Context: an optimization exercise on an open-source flow, tuned for small area, a short achievable clock period and few clock cycles. The choices shown serve that exercise and are no tape-out recipe. Only simulation tests tie the RTL to the original design; equivalence was not proved. Power and IR drop assume default switching activity.

==> inputs of v24 <==
==> flow/design.v (excerpt) <==
module cpu_top (
  input  logic                       clk,
  input  logic                       rst_n,
  output logic [32-1:0] araddr,
  output logic                       arvalid,
  input  logic                       arready,
  input  logic [16-1:0]     rdata,
  input  logic                       rvalid,
  input  logic                       rlast,
  output logic                       rready,
  output logic [32-1:0] awaddr,
  output logic                       awvalid,
  input  logic                       awready,
  output logic [16-1:0]     wdata,
  output logic                       wvalid,
  output logic                       wlast,
  input  logic                       wready,
  input  logic                       bvalid,
  output logic                       bready,
  output logic                       io_stall
);
Settings: LEC_CHECK=0, CAP_MARGIN=20, CORE_MARGIN=2, CORE_UTILIZATION=55, PLACE_DENSITY=0.65, SETUP_SLACK_MARGIN=1.5, SLEW_MARGIN=20, SYNTH_HIERARCHICAL=1, TNS_END_PERCENT=10; clock period 7.5 ns.
run.sh (not shown) runs the stock make flow with config.mk's settings and CLKGATE_MAP_FILE= SYNTH_SCRIPT=/design/flow/synth_recipe.tcl, a recipe that flattens the netlist after the stock synthesis.
==> v25 (differences from v24) <==
--- a/flow/design.v
+++ b/flow/design.v
@@ -326,13 +326,13 @@
   output logic [16-1:0] dmem_wdata,
   output logic                   io_stall
 );
   logic [12-1:0]  fa_q;
   logic [16-1:0] irf_q;
   logic                   irfv_q;
-  logic [12-1:0]  brtf_q;
+  logic [12-1:0]  pcf_q;
   logic [12-1:0]  brt_q;
   logic [16-1:0] ir_q;
   logic                   irv_q;
   logic                   stall_q;
   logic [16-1:0] regs [16];
   logic [16-1:0] a_q;
@@ -354,13 +354,12 @@
   logic                   is_st;
   logic                   retire;
   logic                   redirect;
   logic                   e_free;
   logic                   d_adv;
   logic                   f_adv;
-  logic [12-1:0]  f_brt;
   logic [12-1:0]  f_next;
   logic [16-1:0] finst;
   logic                   fhit;
   logic [3:0]             d_rs;
   logic [3:0]             d_rt;
   logic [10:0]            d_addr;
@@ -378,16 +377,21 @@
   assign fn    = ir_q[0];
   assign a     = a_q;
   assign b     = b_q;
   assign is_alu = (op == cpu_pkg::OP_ARITH) || (op == cpu_pkg::OP_CMPMUL);
   assign is_ld  = irv_q && (op == cpu_pkg::OP_LW);
   assign is_st  = irv_q && (op == cpu_pkg::OP_SW);
+  logic [7:0] bone_q;
+  logic [7:0] btwo_q;
+  logic [7:0] bneg_q;
   cpu_mul16 u_mul (
-    .a (a),
-    .b (b),
-    .p (prod)
+    .a   (a),
+    .one (bone_q),
+    .two (btwo_q),
+    .neg (bneg_q),
+    .p   (prod)
   );
   assign diff = a - b;
   assign lt   = (a[15] != b[15]) ? a[15] : diff[15];
   logic                   is_mul;
   logic [16-1:0] alu_lo;
   logic [16-1:0] wval_lo;
@@ -403,27 +407,14 @@
   assign retire = irv_q && (is_ld ? dmem_hit : is_st ? dmem_st_ok : 1'b1);
   assign redirect = irv_q && (op == cpu_pkg::OP_BEQ) && (rs != rt) && (a == b);
   assign fetch_pc = fa_q;
   assign finst    = fetch_inst;
   assign fhit     = fetch_hit;
   logic [12-1:0] fa_p2;
-  logic [5:0]            up_inc;
-  logic [5:0]            up_dec;
-  logic [6:0]            lo_sum;
-  assign fa_p2  = fa_q + 12'd2;
-  assign up_inc = fa_p2[11:6] + 6'd1;
-  assign up_dec = fa_p2[11:6] - 6'd1;
-  assign lo_sum = {1'b0, fa_p2[5:0]} + {1'b0, finst[4:0], 1'b0};
-  assign f_brt[5:0]  = lo_sum[5:0];
-  assign f_brt[11:6] = (finst[4] == lo_sum[6]) ? fa_p2[11:6] :
-                       lo_sum[6] ? up_inc : up_dec;
-  always_comb begin
-    if (finst[15:13] == cpu_pkg::OP_J)                                  f_next = finst[11:0];
-    else if (finst[15:13] == cpu_pkg::OP_BEQ && finst[12:9] == finst[8:5]) f_next = f_brt;
-    else                                                                f_next = fa_p2;
-  end
+  assign fa_p2 = fa_q + 12'd2;
+  assign f_next = (finst[15:13] == cpu_pkg::OP_J) ? finst[11:0] : fa_p2;
   logic                   wbv_q;
   logic [3:0]             wbi_q;
   logic [16-1:0] wbd_q;
   assign wen  = retire && (is_alu || op == cpu_pkg::OP_LW);
   assign widx = is_alu ? rd : rt;
   assign wval_lo = is_alu ? alu_lo : dmem_rdata;
@@ -442,31 +433,42 @@
     end else if (wbv_q) begin
       regs[wbi_q] <= wbd_q;
     end
   end
   assign d_rs = irf_q[12:9];
   assign d_rt = irf_q[8:5];
+  logic [12-1:0] d_brt;
+  logic                  d_turn;
+  assign d_brt  = pcf_q + 12'd2 + {{6{irf_q[4]}}, irf_q[4:0], 1'b0};
+  assign d_turn = d_adv && (irf_q[15:13] == cpu_pkg::OP_BEQ) && (d_rs == d_rt);
   assign hazard = irv_q &&
                   (((op == cpu_pkg::OP_LW) && (d_rs == rt || d_rt == rt)) ||
                    (is_alu && is_mul && (d_rs == rd || d_rt == rd)) ||
-                   (is_alu && rd == d_rs && irf_q[15:14] == 2'b01));
+                   (is_alu && rd == d_rs && irf_q[15:14] == 2'b01)) ||
+                  (wbv_q && wbi_q == d_rs && irf_q[15:14] == 2'b01);
   logic [5:0] lo_a;
   logic [5:0] a_inc;
   logic [5:0] a_dec;
   logic [16-1:0] d_b;
-  assign d_a   = (wbv_q && wbi_q == d_rs) ? wbd_q : regs[d_rs];
-  assign d_b   = (wbv_q && wbi_q == d_rt) ? wbd_q : regs[d_rt];
-  assign lo_a  = {1'b0, d_a[4:0]} + {1'b0, irf_q[4:0]};
-  assign a_inc = d_a[10:5] + 6'd1;
-  assign a_dec = d_a[10:5] - 6'd1;
+  logic [16-1:0] d_base;
+  assign d_a    = (wbv_q && wbi_q == d_rs) ? wbd_q : regs[d_rs];
+  assign d_b    = (wbv_q && wbi_q == d_rt) ? wbd_q : regs[d_rt];
+  assign d_base = regs[d_rs];
+  assign lo_a   = {1'b0, d_base[4:0]} + {1'b0, irf_q[4:0]};
+  assign a_inc  = d_base[10:5] + 6'd1;
+  assign a_dec  = d_base[10:5] - 6'd1;
   assign d_addr[4:0]  = lo_a[4:0];
-  assign d_addr[10:5] = (irf_q[4] == lo_a[5]) ? d_a[10:5] : lo_a[5] ? a_inc : a_dec;
+  assign d_addr[10:5] = (irf_q[4] == lo_a[5]) ? d_base[10:5] : lo_a[5] ? a_inc : a_dec;
   assign fwd_a  = retire && is_alu && (rd == d_rs);
   assign fwd_b  = retire && is_alu && (rd == d_rt);
   logic [16-1:0] fwd_v;
+  logic [16-1:0] d_bv;
+  logic [7:0]             d_bm;
   assign fwd_v = alu_lo;
+  assign d_bv  = fwd_b ? fwd_v : d_b;
+  assign d_bm  = {d_bv[13], d_bv[11], d_bv[9], d_bv[7], d_bv[5], d_bv[3], d_bv[1], 1'b0};
   assign e_free = !irv_q || retire;
   assign d_adv  = irfv_q && e_free && !hazard && !redirect;
   assign f_adv  = !irfv_q || d_adv;
   always_ff @(posedge clk or negedge rst_n) begin
     if (!rst_n) begin
       fa_q    <= '0;
@@ -476,28 +478,37 @@
     end else begin
       stall_q <= !retire;
       if (e_free) irv_q <= d_adv;
       if (redirect) begin
         irfv_q <= 1'b0;
         fa_q   <= brt_q;
+      end else if (d_turn) begin
+        irfv_q <= 1'b0;
+        fa_q   <= d_brt;
       end else if (f_adv) begin
         irfv_q <= fhit;
         if (fhit) fa_q <= f_next;
       end
     end
   end
   always_ff @(posedge clk) begin
     if (f_adv) begin
-      irf_q  <= finst;
-      brtf_q <= f_brt;
+      irf_q <= finst;
+      pcf_q <= fa_q;
     end
     if (e_free) begin
       ir_q   <= irf_q;
-      brt_q  <= brtf_q;
+      brt_q  <= d_brt;
       a_q    <= fwd_a ? fwd_v : d_a;
-      b_q    <= fwd_b ? fwd_v : d_b;
+      b_q    <= d_bv;
+      for (int i = 0; i < 8; i++) begin
+        bone_q[i] <= d_bv[2*i] ^ d_bm[i];
+        btwo_q[i] <= (d_bv[2*i+1] & ~d_bv[2*i] & ~d_bm[i]) |
+                     (~d_bv[2*i+1] & d_bv[2*i] & d_bm[i]);
+        bneg_q[i] <= d_bv[2*i+1];
+      end
       addr_q <= d_addr;
     end
   end
   assign inst_miss_pc_valid = !irv_q && !irfv_q;
   assign inst_miss_pc       = fa_q;
   assign dmem_addr          = addr_q;
@@ -507,19 +518,21 @@
   assign dmem_st_go         = retire && (op == cpu_pkg::OP_SW);
   assign dmem_wdata         = b;
   assign io_stall = stall_q;
 endmodule
 module cpu_mul16 (
   input  logic [15:0] a,
-  input  logic [15:0] b,
+  input  logic [7:0]  one,
+  input  logic [7:0]  two,
+  input  logic [7:0]  neg,
   output logic [15:0] p
 );
   logic one_0, two_0, neg_0, pp_0_0, pp_0_1, pp_0_2, pp_0_3, pp_0_4, pp_0_5, pp_0_6, pp_0_7, pp_0_8, pp_0_9, pp_0_10, pp_0_11, pp_0_12, pp_0_13, pp_0_14, pp_0_15, one_1, two_1, neg_1, pp_1_0, pp_1_1, pp_1_2, pp_1_3, pp_1_4, pp_1_5, pp_1_6, pp_1_7, pp_1_8, pp_1_9, pp_1_10, pp_1_11, pp_1_12, pp_1_13, one_2, two_2, neg_2, pp_2_0, pp_2_1, pp_2_2, pp_2_3, pp_2_4, pp_2_5, pp_2_6, pp_2_7, pp_2_8, pp_2_9, pp_2_10, pp_2_11, one_3, two_3, neg_3, pp_3_0, pp_3_1, pp_3_2, pp_3_3, pp_3_4, pp_3_5, pp_3_6, pp_3_7, pp_3_8, pp_3_9, one_4, two_4, neg_4, pp_4_0, pp_4_1, pp_4_2, pp_4_3, pp_4_4, pp_4_5, pp_4_6, pp_4_7, one_5, two_5, neg_5, pp_5_0, pp_5_1, pp_5_2, pp_5_3, pp_5_4, pp_5_5, one_6, two_6, neg_6, pp_6_0, pp_6_1, pp_6_2, pp_6_3, one_7, two_7, neg_7, pp_7_0, pp_7_1, s0, c0, s1, c1, s2, c2, s3, c3, s4, c4, s5, c5, s6, c6, s7, c7, s8, c8, s9, c9, s10, c10, s11, c11, s12, c12, s13, c13, s14, c14, s15, c15, s16, c16, s17, c17, s18, c18, s19, c19, s20, c20, s21, c21, s22, c22, s23, c23, s24, c24, s25, c25, s26, c26, s27, c27, s28, c28, s29, c29, s30, c30, s31, c31, s32, c32, s33, c33, s34, c34, s35, c35, s36, c36, s37, c37, s38, c38, s39, c39, s40, c40, s41, c41, s42, c42, s43, c43, s44, c44, s45, c45, s46, c46, s47, c47, s48, c48, s49, c49, s50, c50, s51, c51, s52, c52, s53, c53, s54, c54, s55, c55;
-  assign one_0 = b[0] ^ 1'b0;
-  assign two_0 = (b[1] & ~b[0] & ~1'b0) | (~b[1] & b[0] & 1'b0);
-  assign neg_0 = b[1];
+  assign one_0 = one[0];
+  assign two_0 = two[0];
+  assign neg_0 = neg[0];
   assign pp_0_0 = ((one_0 & a[0]) | (two_0 & 1'b0)) ^ neg_0;
   assign pp_0_1 = ((one_0 & a[1]) | (two_0 & a[0])) ^ neg_0;
   assign pp_0_2 = ((one_0 & a[2]) | (two_0 & a[1])) ^ neg_0;
   assign pp_0_3 = ((one_0 & a[3]) | (two_0 & a[2])) ^ neg_0;
   assign pp_0_4 = ((one_0 & a[4]) | (two_0 & a[3])) ^ neg_0;
   assign pp_0_5 = ((one_0 & a[5]) | (two_0 & a[4])) ^ neg_0;
@@ -530,15 +543,15 @@
   assign pp_0_10 = ((one_0 & a[10]) | (two_0 & a[9])) ^ neg_0;
   assign pp_0_11 = ((one_0 & a[11]) | (two_0 & a[10])) ^ neg_0;
   assign pp_0_12 = ((one_0 & a[12]) | (two_0 & a[11])) ^ neg_0;
   assign pp_0_13 = ((one_0 & a[13]) | (two_0 & a[12])) ^ neg_0;
   assign pp_0_14 = ((one_0 & a[14]) | (two_0 & a[13])) ^ neg_0;
   assign pp_0_15 = ((one_0 & a[15]) | (two_0 & a[14])) ^ neg_0;
-  assign one_1 = b[2] ^ b[1];
-  assign two_1 = (b[3] & ~b[2] & ~b[1]) | (~b[3] & b[2] & b[1]);
-  assign neg_1 = b[3];
+  assign one_1 = one[1];
+  assign two_1 = two[1];
+  assign neg_1 = neg[1];
   assign pp_1_0 = ((one_1 & a[0]) | (two_1 & 1'b0)) ^ neg_1;
   assign pp_1_1 = ((one_1 & a[1]) | (two_1 & a[0])) ^ neg_1;
   assign pp_1_2 = ((one_1 & a[2]) | (two_1 & a[1])) ^ neg_1;
   assign pp_1_3 = ((one_1 & a[3]) | (two_1 & a[2])) ^ neg_1;
   assign pp_1_4 = ((one_1 & a[4]) | (two_1 & a[3])) ^ neg_1;
   assign pp_1_5 = ((one_1 & a[5]) | (two_1 & a[4])) ^ neg_1;
@@ -547,70 +560,70 @@
   assign pp_1_8 = ((one_1 & a[8]) | (two_1 & a[7])) ^ neg_1;
   assign pp_1_9 = ((one_1 & a[9]) | (two_1 & a[8])) ^ neg_1;
   assign pp_1_10 = ((one_1 & a[10]) | (two_1 & a[9])) ^ neg_1;
   assign pp_1_11 = ((one_1 & a[11]) | (two_1 & a[10])) ^ neg_1;
   assign pp_1_12 = ((one_1 & a[12]) | (two_1 & a[11])) ^ neg_1;
   assign pp_1_13 = ((one_1 & a[13]) | (two_1 & a[12])) ^ neg_1;
-  assign one_2 = b[4] ^ b[3];
-  assign two_2 = (b[5] & ~b[4] & ~b[3]) | (~b[5] & b[4] & b[3]);
-  assign neg_2 = b[5];
+  assign one_2 = one[2];
+  assign two_2 = two[2];
+  assign neg_2 = neg[2];
   assign pp_2_0 = ((one_2 & a[0]) | (two_2 & 1'b0)) ^ neg_2;
   assign pp_2_1 = ((one_2 & a[1]) | (two_2 & a[0])) ^ neg_2;
   assign pp_2_2 = ((one_2 & a[2]) | (two_2 & a[1])) ^ neg_2;
   assign pp_2_3 = ((one_2 & a[3]) | (two_2 & a[2])) ^ neg_2;
   assign pp_2_4 = ((one_2 & a[4]) | (two_2 & a[3])) ^ neg_2;
   assign pp_2_5 = ((one_2 & a[5]) | (two_2 & a[4])) ^ neg_2;
   assign pp_2_6 = ((one_2 & a[6]) | (two_2 & a[5])) ^ neg_2;
   assign pp_2_7 = ((one_2 & a[7]) | (two_2 & a[6])) ^ neg_2;
   assign pp_2_8 = ((one_2 & a[8]) | (two_2 & a[7])) ^ neg_2;
   assign pp_2_9 = ((one_2 & a[9]) | (two_2 & a[8])) ^ neg_2;
   assign pp_2_10 = ((one_2 & a[10]) | (two_2 & a[9])) ^ neg_2;
   assign pp_2_11 = ((one_2 & a[11]) | (two_2 & a[10])) ^ neg_2;
-  assign one_3 = b[6] ^ b[5];
-  assign two_3 = (b[7] & ~b[6] & ~b[5]) | (~b[7] & b[6] & b[5]);
-  assign neg_3 = b[7];
+  assign one_3 = one[3];
+  assign two_3 = two[3];
+  assign neg_3 = neg[3];
   assign pp_3_0 = ((one_3 & a[0]) | (two_3 & 1'b0)) ^ neg_3;
   assign pp_3_1 = ((one_3 & a[1]) | (two_3 & a[0])) ^ neg_3;
   assign pp_3_2 = ((one_3 & a[2]) | (two_3 & a[1])) ^ neg_3;
   assign pp_3_3 = ((one_3 & a[3]) | (two_3 & a[2])) ^ neg_3;
   assign pp_3_4 = ((one_3 & a[4]) | (two_3 & a[3])) ^ neg_3;
   assign pp_3_5 = ((one_3 & a[5]) | (two_3 & a[4])) ^ neg_3;
   assign pp_3_6 = ((one_3 & a[6]) | (two_3 & a[5])) ^ neg_3;
   assign pp_3_7 = ((one_3 & a[7]) | (two_3 & a[6])) ^ neg_3;
   assign pp_3_8 = ((one_3 & a[8]) | (two_3 & a[7])) ^ neg_3;
   assign pp_3_9 = ((one_3 & a[9]) | (two_3 & a[8])) ^ neg_3;
-  assign one_4 = b[8] ^ b[7];
-  assign two_4 = (b[9] & ~b[8] & ~b[7]) | (~b[9] & b[8] & b[7]);
-  assign neg_4 = b[9];
+  assign one_4 = one[4];
+  assign two_4 = two[4];
+  assign neg_4 = neg[4];
   assign pp_4_0 = ((one_4 & a[0]) | (two_4 & 1'b0)) ^ neg_4;
   assign pp_4_1 = ((one_4 & a[1]) | (two_4 & a[0])) ^ neg_4;
   assign pp_4_2 = ((one_4 & a[2]) | (two_4 & a[1])) ^ neg_4;
   assign pp_4_3 = ((one_4 & a[3]) | (two_4 & a[2])) ^ neg_4;
   assign pp_4_4 = ((one_4 & a[4]) | (two_4 & a[3])) ^ neg_4;
   assign pp_4_5 = ((one_4 & a[5]) | (two_4 & a[4])) ^ neg_4;
   assign pp_4_6 = ((one_4 & a[6]) | (two_4 & a[5])) ^ neg_4;
   assign pp_4_7 = ((one_4 & a[7]) | (two_4 & a[6])) ^ neg_4;
-  assign one_5 = b[10] ^ b[9];
-  assign two_5 = (b[11] & ~b[10] & ~b[9]) | (~b[11] & b[10] & b[9]);
-  assign neg_5 = b[11];
+  assign one_5 = one[5];
+  assign two_5 = two[5];
+  assign neg_5 = neg[5];
   assign pp_5_0 = ((one_5 & a[0]) | (two_5 & 1'b0)) ^ neg_5;
   assign pp_5_1 = ((one_5 & a[1]) | (two_5 & a[0])) ^ neg_5;
   assign pp_5_2 = ((one_5 & a[2]) | (two_5 & a[1])) ^ neg_5;
   assign pp_5_3 = ((one_5 & a[3]) | (two_5 & a[2])) ^ neg_5;
   assign pp_5_4 = ((one_5 & a[4]) | (two_5 & a[3])) ^ neg_5;
   assign pp_5_5 = ((one_5 & a[5]) | (two_5 & a[4])) ^ neg_5;
-  assign one_6 = b[12] ^ b[11];
-  assign two_6 = (b[13] & ~b[12] & ~b[11]) | (~b[13] & b[12] & b[11]);
-  assign neg_6 = b[13];
+  assign one_6 = one[6];
+  assign two_6 = two[6];
+  assign neg_6 = neg[6];
   assign pp_6_0 = ((one_6 & a[0]) | (two_6 & 1'b0)) ^ neg_6;
   assign pp_6_1 = ((one_6 & a[1]) | (two_6 & a[0])) ^ neg_6;
   assign pp_6_2 = ((one_6 & a[2]) | (two_6 & a[1])) ^ neg_6;
   assign pp_6_3 = ((one_6 & a[3]) | (two_6 & a[2])) ^ neg_6;
-  assign one_7 = b[14] ^ b[13];
-  assign two_7 = (b[15] & ~b[14] & ~b[13]) | (~b[15] & b[14] & b[13]);
-  assign neg_7 = b[15];
+  assign one_7 = one[7];
+  assign two_7 = two[7];
+  assign neg_7 = neg[7];
   assign pp_7_0 = ((one_7 & a[0]) | (two_7 & 1'b0)) ^ neg_7;
   assign pp_7_1 = ((one_7 & a[1]) | (two_7 & a[0])) ^ neg_7;
   assign s0 = pp_0_10 ^ pp_1_8;
   assign c0 = pp_0_10 & pp_1_8;
   assign s1 = pp_0_11 ^ pp_1_9;
   assign c1 = pp_0_11 & pp_1_9;
Settings changed: CORE_UTILIZATION 55 to 50, PLACE_DENSITY 0.65 to 0.6, SETUP_SLACK_MARGIN 1.5 to 2.5.
==> notes.md <==
In v25 the sequential cell count is higher than in v24, by 15.
Fmax: v25 is larger than v24 (16%).
In combinational power, v25 and v24 hardly differ.
Against v25, the final cell count of v24 is lower by about 2.2%.
Against v25, the hold slack of v24 is worse by 0.054 ns.
Between v24 and v25, the lower via count is in v25 (gap about 0.9%, measured against v25).
Between v25 and v24, the lower clock skew is in v24 (gap 0.018 ns).
==> figures <==
metric	v24	v25
Pre-CTS setup slack	1.20 ns	1.81 ns
Relative contribution of combinational cells to total power	0.293	0.289
Number of global-route vias before repair	98274	97590
Grt met1 use	0.445	0.419
Count of cells along the worst hold path	0	1
Maximum number of pins on one net before global-route repair	181	128
First-pass GRT wire length	719000 µm	735000 µm
Highest clock frequency the design can meet	170 MHz	197 MHz
Proportion of cell area occupied by multi-input gates	0.235	0.236
Filler cells	21799	25962
Number of tap instances	4100	4536
Fraction of area in non-clock buffers	0.0247	0.0237
Worst min-delay path endpoint	u_core.brt_q[10]$_DFFE_PN_	u_icache.valid_q$_DFFE_PN0P_
WP buf/inv	3	2
Status	complete, no violations	complete, no violations
Area of the die	313000 µm²	346000 µm²
Testbench counts of v24, summed over its fixed seeds: cycles 42,656.
Testbench counts of v25, summed over its fixed seeds: cycles 43,971.

## what the ideal ports hide
No port has a modelled driver above. Below, the same layouts with a new extraction and two added sets of constraints.
Step 1 sets driving cells, clkbuf_16 on the clock port and buf_2 on the other inputs (assumed; they add their load-dependent delay and slew).
Step 2 also shifts input and output timing later by t, the mid clock arrival at the registers, as if the neighbouring blocks saw the same clock.
Slacks: no drivers / after step 1 / after step 2; pairs: no drivers / after step 1.
run | shift t [ns] | setup WS [ns] | hold WS [ns] | latest minus earliest clock arrival (ns)
v24 | 1.060 | 1.604 / 1.604 / 1.599 | 0.420 / 0.420 / 0.420 | 0.079 / 0.079
v25 | 1.038 | 2.429 / 2.429 / 1.784 | 0.474 / 0.450 / 0.474 | 0.102 / 0.101
After both steps setup and hold are still met in every run listed. The setup slack of v25, which loses most, moves by 0.000 ns with the drivers and by -0.645 ns with both steps.
